What follows belongs to an exercise in optimizing a design on an open flow for small area and a short achievable clock period; a production flow would make more cautious choices.
Only simulation tests tie the RTL to the original design; equivalence was not proved.

// dehaze_top
module dehaze_top #(
    parameter int image_pixels = (512 * 512)
) (
    input  logic         clk,
    input  logic         rst,
    input  logic         in_valid,
    input  logic [215:0] window,
    input  logic [23:0]  light,
    input  logic [47:0]  inv_light,
    output logic [23:0]  pixel_out,
    output logic         out_valid,
    output logic         done
);
    localparam int lat   = 7;
    localparam int cnt_w = $clog2(image_pixels + 1);
    logic [11:0] sa_r2, sb_r2, sa_g2, sb_g2, sa_b2, sb_b2;
    logic [47:0] il2, il3;
    logic [23:0] p2, a2, p3, a3, p4, a4, p5, a5, a6, a7;
    logic [7:0]  mean_r3, mean_g3, mean_b3;
    logic [15:0] il4;
    logic [17:0] il34;
    logic [7:0]  s5;
    logic [15:0] r, r6;
    logic [17:0] r3, r36;
    logic [23:0] d;
    logic [2:0]  up, up6, up7;
    logic [23:0] q, q7;
    logic [23:0] y;
    logic [3:0]  hm0, hm1, hm2, hm3;
    logic [3:0]  hd0_0, hd0_1, hd0_2, hd0_3, hd1_0, hd1_1, hd1_2, hd1_3, hd2_0, hd2_1, hd2_2, hd2_3;
    logic s9r_1, s9r_2;
    logic s9r_3, s9r_4;
    logic s9r_5, s9r_6;
    logic s9r_7, s9r_8;
    logic s9r_9, s9r_10;
    logic s9r_11, s9r_12;
    logic s9r_13, s9r_14;
    logic s9r_15, s9r_16;
    logic s9r_17, s9r_18;
    logic s9r_19, s9r_20;
    logic s9r_21, s9r_22;
    logic s9r_23, s9r_24;
    logic s9r_25, s9r_26;
    logic s9r_27, s9r_28;
  ...
clock: 9.0 ns
lec_check: 0
abc_area: 1
cap_margin: 20
core_margin: 2
core_utilization: 50
place_density: 0.7
slew_margin: 20
standard.sh (not shown) runs the stock make flow with config.mk's settings and CLKGATE_MAP_FILE= SYNTH_SCRIPT=/design/flow/synth_recipe.tcl, a recipe that flattens the netlist after the stock synthesis.
==> flow/flow/run.sh <==
#!/bin/bash
# The standard layout (standard.sh, with config.mk's settings) with three changes to how the
# layout is made:
# 1. Synthesis is the standard flow's script with -noabc added to Yosys's synth command, so its quick ABC
#    pass does not remap the written-out adder trees before extract_fa turns them into full and
#    half adders (fewer inverters). Registers come out with the same count, names and cells.
# 2. The buffer on every input and output port is buf_1 instead of the default choice.
# 3. Setup repair keeps improving paths until 5.25 ns of slack at the design's 9 ns clock.
# The clock, the constraints and all the other steps are the standard ones.
set -euo pipefail
sed 's/yosys synth -nofsm -noshare /yosys synth -nofsm -noshare -noabc /' synth_recipe.tcl > own_synth.tcl
grep -q -- '-noabc' own_synth.tcl
bash standard.sh SYNTH_SCRIPT="$PWD/own_synth.tcl" SETUP_SLACK_MARGIN=5.25 \
    "BUFFER_PORTS_ARGS=-buffer_cell sky130_fd_sc_hd__buf_1" finish > standard_flow.log 2>&1
==> next run, changes <==
--- a/flow/flow/run.sh
+++ b/flow/flow/run.sh
@@ -8 +8 @@
-# 3. Setup repair keeps improving paths until 5.25 ns of slack at the design's 9 ns clock.
+# 3. Setup repair keeps improving paths until 5.4 ns of slack at the design's 9 ns clock.
@@ -13 +13 @@
-bash standard.sh SYNTH_SCRIPT="$PWD/own_synth.tcl" SETUP_SLACK_MARGIN=5.25 \
+bash standard.sh SYNTH_SCRIPT="$PWD/own_synth.tcl" SETUP_SLACK_MARGIN=5.4 \
CORE_UTILIZATION = 55   (was 50)
PLACE_DENSITY = 0.8   (was 0.7)
Result: The changed run went through all stages and came out clean. Final area rises by 3.2%. Setup slack got worse by 0.039 ns. Utilization rises by 7.7 points.
==> next run, changes <==
--- a/flow/flow/run.sh
+++ b/flow/flow/run.sh
@@ -8 +8 @@
-# 3. Setup repair keeps improving paths until 5.4 ns of slack at the design's 9 ns clock.
+# 3. Setup repair keeps improving paths until 5.25 ns of slack at the design's 9 ns clock.
@@ -13 +13 @@
-bash standard.sh SYNTH_SCRIPT="$PWD/own_synth.tcl" SETUP_SLACK_MARGIN=5.4 \
+bash standard.sh SYNTH_SCRIPT="$PWD/own_synth.tcl" SETUP_SLACK_MARGIN=5.25 \
After rerunning: The changed run passed the timing, DRC and antenna checks; clock skew went down by 0.0032 ns; global-route usage went down by 0.55 points; worst hold slack is better by 0.011 ns.
==> next run, changes <==
--- a/flow/flow/run.sh
+++ b/flow/flow/run.sh
@@ -8 +8 @@
-# 3. Setup repair keeps improving paths until 5.25 ns of slack at the design's 9 ns clock.
+# 3. Setup repair keeps improving paths until 5.6 ns of slack at the design's 9 ns clock.
@@ -13 +13 @@
-bash standard.sh SYNTH_SCRIPT="$PWD/own_synth.tcl" SETUP_SLACK_MARGIN=5.25 \
+bash standard.sh SYNTH_SCRIPT="$PWD/own_synth.tcl" SETUP_SLACK_MARGIN=5.6 \
Outcome: Hold slack gets better by 0.0076 ns. Final cell count went up by 2.5%. Flip-flop and latch count stays the same.

-- what the ideal ports hide --
The flow's constraints put no driver on any port. The routed layouts listed below were extracted and timed again, unchanged, in two steps.
Step 1 sets driving cells, clkbuf_16 on the clock port and buf_2 on the other inputs (assumed; they add their load-dependent delay and slew).
Step 2 adds t to the input delays and takes it off the output delays; t is the mean of the earliest and latest rising clock arrival at the registers after step 1. Input paths then give back, and output paths get back, about the clock's delay inside the block.
Slacks: ideal / step 1 / step 2; pairs: ideal / step 1.
| run | shift t [ns] | setup WS [ns] | hold WS [ns] | worst setup path after step 2 | worst register clock-pin slew, ns |
|---|---|---|---|---|---|
| the first run | 0.708 | 5.353 / 5.353 / 4.952 | 0.320 / 0.320 / 0.320 | input to register | 0.07 / 0.07 |
| the second run | 0.674 | 5.314 / 5.314 / 4.964 | 0.303 / 0.303 / 0.303 | input to register | 0.07 / 0.07 |
| the third run | 0.679 | 5.394 / 5.394 / 4.990 | 0.314 / 0.314 / 0.314 | input to register | 0.07 / 0.07 |
| the fourth run | 0.688 | 5.471 / 5.471 / 4.904 | 0.322 / 0.322 / 0.322 | input to register | 0.07 / 0.07 |
After both steps setup and hold are still met in every run listed. The setup slack of the fourth run, which loses most, moves by 0.000 ns with the drivers and by -0.567 ns with both steps.
